Background: an optimization exercise with open tools, aiming at small area, a short achievable clock period and few clock cycles. Do not read the settings as production practice.
Power and IR drop assume default switching activity.

==> maple <==
// toroidal_life_generation_step_top
module toroidal_life_generation_step_top (
    input  logic              i_clk,
    input  logic              i_rst_n,
    input  logic              i_in_valid,
    output logic              o_in_stall,
    input  logic [1:0]        i_req_type,
    input  logic [PIX_W-1:0]  i_pixel_x,
    input  logic [PIX_W-1:0]  i_pixel_y,
    input  logic [COL_AW-1:0] i_cell_x,
    input  logic [ROW_AW-1:0] i_cell_y,
    output logic              o_out_valid,
    input  logic              i_out_stall,
    output logic              o_cell_alive,
    output logic              o_ignored,
    input  logic              psel,
    input  logic              penable,
    input  logic              pwrite,
    input  logic [3:0]        paddr,
    input  logic [31:0]       pwdata,
    output logic [31:0]       prdata,
    output logic              pready
);
    localparam int K  = 8;              
  ...
Settings: LEC_CHECK=0, CAP_MARGIN=20, CORE_MARGIN=2, CORE_UTILIZATION=35, PLACE_DENSITY=0.4, SLEW_MARGIN=20; clock period 10.0 ns.
run.sh (not shown) runs the stock make flow with config.mk's settings and CLKGATE_MAP_FILE= SYNTH_SCRIPT=/design/flow/synth_recipe.tcl, a recipe that flattens the netlist after the stock synthesis.
==> inputs of yarrow, as changes to maple <==
--- a/flow/design.v
+++ b/flow/design.v
@@ -262,67 +262,94 @@
         end
     end
     logic              v0, v1, v2;
     logic [1:0]        t0, t1, t2;
     logic [PIX_W-1:0]  px0, py0;
     logic [COL_AW-1:0] cx0;
     logic [ROW_AW-1:0] cy0;
     logic              ign1, ign2;
-    logic [2:0]        qxh1, qyh1;
-    logic [7:0]        rx1, ry1;
+    logic [1:0]        qxh1, qyh1;
+    logic [8:0]        rx1, ry1;
     logic [COL_AW-1:0] cx1;
     logic [ROW_AW-1:0] cy1;
+    logic              vm, ignm;
+    logic [1:0]        tm;
+    logic [3:0]        qxm, qym;
+    logic [6:0]        rxm, rym;
+    logic [COL_AW-1:0] cxm;
+    logic [ROW_AW-1:0] cym;
+    logic              mvm, freem;
     logic [COL_AW-1:0] ax2;
     logic [ROW_AW-1:0] ay2;
     logic              pre2;
     logic              done_x, adv2, free2, mv1, free1, mv0, free0;
     logic              stall, acc, pop;
     logic [FW:0]       cnt_q;
     logic              ign_n1;
-    logic [2:0]        qxh_n, qyh_n;
+    logic [1:0]        qx_a, qy_a;
     logic [PIX_W-1:0]  remx, remy;
     always_comb begin
         if (t0 == REQ_TOGGLE) ign_n1 = (px0 >= q_limx) || (py0 >= q_limy);
         else if (t0 == REQ_READ) ign_n1 = (GW_W'(cx0) >= q_w) || (GW_W'(cy0) >= q_h);
         else ign_n1 = 1'b0;
         remx = px0;
         remy = py0;
-        for (int i = 5; i >= 3; i--) begin
+        for (int i = 5; i >= 4; i--) begin
             if (remx >= (PIX_W'(q_cs) << i)) begin
                 remx = remx - (PIX_W'(q_cs) << i);
-                qxh_n[i-3] = 1'b1;
+                qx_a[i-4] = 1'b1;
             end else begin
-                qxh_n[i-3] = 1'b0;
+                qx_a[i-4] = 1'b0;
             end
             if (remy >= (PIX_W'(q_cs) << i)) begin
                 remy = remy - (PIX_W'(q_cs) << i);
-                qyh_n[i-3] = 1'b1;
+                qy_a[i-4] = 1'b1;
             end else begin
-                qyh_n[i-3] = 1'b0;
+                qy_a[i-4] = 1'b0;
             end
         end
     end
-    logic [2:0]        qxl_n, qyl_n;
-    logic [8:0]        rx, ry;
+    logic [1:0]        qx_b, qy_b;
+    logic [9:0]        rbx, rby;
     always_comb begin
-        rx = {1'b0, rx1};
-        ry = {1'b0, ry1};
-        for (int i = 2; i >= 0; i--) begin
-            if (rx >= (9'(q_cs) << i)) begin
-                rx = rx - (9'(q_cs) << i);
-                qxl_n[i] = 1'b1;
+        rbx = {1'b0, rx1};
+        rby = {1'b0, ry1};
+        for (int i = 3; i >= 2; i--) begin
+            if (rbx >= (10'(q_cs) << i)) begin
+                rbx = rbx - (10'(q_cs) << i);
+                qx_b[i-2] = 1'b1;
             end else begin
-                qxl_n[i] = 1'b0;
+                qx_b[i-2] = 1'b0;
             end
-            if (ry >= (9'(q_cs) << i)) begin
-                ry = ry - (9'(q_cs) << i);
-                qyl_n[i] = 1'b1;
+            if (rby >= (10'(q_cs) << i)) begin
+                rby = rby - (10'(q_cs) << i);
+                qy_b[i-2] = 1'b1;
             end else begin
-                qyl_n[i] = 1'b0;
+                qy_b[i-2] = 1'b0;
+            end
+        end
+    end
+    logic [1:0]        qx_c, qy_c;
+    logic [7:0]        rcx, rcy;
+    always_comb begin
+        rcx = {1'b0, rxm};
+        rcy = {1'b0, rym};
+        for (int i = 1; i >= 0; i--) begin
+            if (rcx >= (8'(q_cs) << i)) begin
+                rcx = rcx - (8'(q_cs) << i);
+                qx_c[i] = 1'b1;
+            end else begin
+                qx_c[i] = 1'b0;
+            end
+            if (rcy >= (8'(q_cs) << i)) begin
+                rcy = rcy - (8'(q_cs) << i);
+                qy_c[i] = 1'b1;
+            end else begin
+                qy_c[i] = 1'b0;
             end
         end
     end
     localparam logic [2:0] OP_NOP = 3'd0;
     localparam logic [2:0] OP_RD  = 3'd1;
     localparam logic [2:0] OP_TOG = 3'd2;
     localparam logic [2:0] OP_CLR = 3'd3;
     localparam logic [2:0] OP_PRE = 3'd4;
@@ -427,17 +454,19 @@
         end else if (e_run) begin
             r_last <= r_grp[K-1];
             if (e_g == '0) r_row0 <= r_grp[0];
         end
     end
     assign done_x = !is_step || drn2;
     assign adv2   = v2 && done_x;
     assign free2  = !v2 || adv2;
-    assign mv1    = v1 && free2;
+    assign mvm    = vm && free2;
+    assign freem  = !vm || mvm;
+    assign mv1    = v1 && freem;
     assign free1  = !v1 || mv1;
     assign mv0    = v0 && free1;
     assign free0  = !v0 || mv0;
     assign stall  = !free0 || (cnt_q == (FW+1)'(F));
     assign acc    = i_in_valid && !stall;
     logic [1:0]    fifo [F];
     logic [FW-1:0] wp, rp;
     logic [FW:0]   fcnt;
@@ -463,16 +492,17 @@
         end
     end
     assign pop = (fcnt != '0) && !i_out_stall;
     always_ff @(posedge i_clk) begin
         if (push) fifo[wp] <= res;
         if (!i_rst_n) begin
             v0    <= 1'b0;
             v1    <= 1'b0;
+            vm    <= 1'b0;
             v2    <= 1'b0;
             cnt_q <= '0;
             wp    <= '0;
             rp    <= '0;
             fcnt  <= '0;
             pre2  <= 1'b0;
             drn2  <= 1'b0;
             e_v   <= 1'b0;
@@ -480,20 +510,22 @@
             cnt_q <= cnt_q + (FW+1)'(acc) - (FW+1)'(pop);
             if (push) wp <= wp + FW'(1);
             if (pop)  rp <= rp + FW'(1);
             fcnt <= fcnt + (FW+1)'(push) - (FW+1)'(pop);
             if (acc)      v0 <= 1'b1;
             else if (mv0) v0 <= 1'b0;
             if (mv0)      v1 <= 1'b1;
             else if (mv1) v1 <= 1'b0;
-            if (mv1)      v2 <= 1'b1;
+            if (mv1)      vm <= 1'b1;
+            else if (mvm) vm <= 1'b0;
+            if (mvm)      v2 <= 1'b1;
             else if (adv2) v2 <= 1'b0;
-            if (mv1) begin
-                pre2 <= (t1 == REQ_STEP) && !q_h64;
+            if (mvm) begin
+                pre2 <= (tm == REQ_STEP) && !q_h64;
                 drn2 <= 1'b0;
             end else if (is_step) begin
                 if (pre2) pre2 <= 1'b0;
                 else if (gsel == q_hm1[ROW_AW-1:KW]) drn2 <= 1'b1;
             end
             e_v <= v2;
         end
         e_g    <= gsel;
@@ -512,35 +544,45 @@
             px0 <= i_pixel_x;
             py0 <= i_pixel_y;
             cx0 <= i_cell_x;
             cy0 <= i_cell_y;
         end
         if (mv0) begin
             t1   <= t0;
             ign1 <= ign_n1;
-            qxh1 <= qxh_n;
-            qyh1 <= qyh_n;
-            rx1  <= remx[7:0];
-            ry1  <= remy[7:0];
+            qxh1 <= qx_a;
+            qyh1 <= qy_a;
+            rx1  <= remx[8:0];
+            ry1  <= remy[8:0];
             cx1  <= cx0;
             cy1  <= cy0;
         end
         if (mv1) begin
-            t2   <= t1;
-            ign2 <= ign1;
-            if (t1 == REQ_TOGGLE) begin
-                ax2 <= {qxh1, qxl_n};
-                ay2 <= {qyh1, qyl_n};
-            end else if (t1 == REQ_STEP) begin
-                ax2 <= cx1;
+            tm   <= t1;
+            ignm <= ign1;
+            qxm  <= {qxh1, qx_b};
+            qym  <= {qyh1, qy_b};
+            rxm  <= rbx[6:0];
+            rym  <= rby[6:0];
+            cxm  <= cx1;
+            cym  <= cy1;
+        end
+        if (mvm) begin
+            t2   <= tm;
+            ign2 <= ignm;
+            if (tm == REQ_TOGGLE) begin
+                ax2 <= {qxm, qx_c};
+                ay2 <= {qym, qy_c};
+            end else if (tm == REQ_STEP) begin
+                ax2 <= cxm;
                 ay2 <= q_h64 ? '0 : q_hm1;
             end else begin
-                ax2 <= cx1;
-                ay2 <= cy1;
+                ax2 <= cxm;
+                ay2 <= cym;
             end
         end else if (is_step) begin
             if (pre2)       ay2 <= '0;
             else if (!drn2) ay2 <= ay2 + ROW_AW'(K);
         end
     end
     assign o_in_stall   = stall;
     assign o_out_valid  = fcnt != '0;
Settings changed: CORE_UTILIZATION 35 to 30, PLACE_DENSITY 0.4 to 0.35, SETUP_SLACK_MARGIN set to 3.
==> flow_summary_export.csv <==
group,metric,value,unit
logic_synthesis,synth_edf_count,4367,
placement,place_area,320000,um2
run_status,status,"complete, no violations",
clock_tree,cts_setup_buffers,20,
drt,wl_met1,736000,um
power,pg_clk,23.7,mW
placement,place.gp.congestion,1.04,
logic_synthesis,synth_area_leaders,"edfxtp_1 44%, fa_1 12%, dfxtp_1 5.5%, ha_1 5.1%, nand2_1 4.3%",
timing,relSlewSlack,5.72,%
That was yarrow.
==> flow_summary_export.csv <==
group,metric,value,unit
run_status,status,"complete, no violations",
drt,wl_met1,655000,um
clock_tree,cts_setup_buffers,0,
power,pg_clk,22.5,mW
logic_synthesis,synth_edf_count,4330,
timing,relSlewSlack,11.6,%
logic_synthesis,synth_area_leaders,"edfxtp_1 44%, fa_1 12%, dfxtp_1 5.6%, ha_1 5.1%, nand2_1 4.8%",
placement,place.gp.congestion,1.05,
placement,place_area,315000,um2
That was maple.
No run of this note included a check of the RTL's function; only the layout flow was run.

what the ideal ports hide:
The flow's constraints put no driver on any port. The routed layouts listed below were extracted and timed again, unchanged, in two steps.
Step 1: set_driving_cell puts a clkbuf_16 on i_clk and a buf_2 on each other input, an assumption about the parent block.
Step 2 adds t to the input delays and takes it off the output delays; t is the mean of the earliest and latest rising clock arrival at the registers after step 1. Input paths then give back, and output paths get back, about the clock's delay inside the block.
Slacks: no drivers / after step 1 / after step 2; pairs: no drivers / after step 1.
run | t (ns) | slack for setup (ns) | worst setup path after step 2 | pins driven straight from the clock port
maple | 1.328 | 1.442 / 1.442 / 1.442 | register to register | 1
yarrow | 1.273 | 2.791 / 2.791 / 2.791 | register to register | 1
After both steps setup and hold are still met in every run listed.
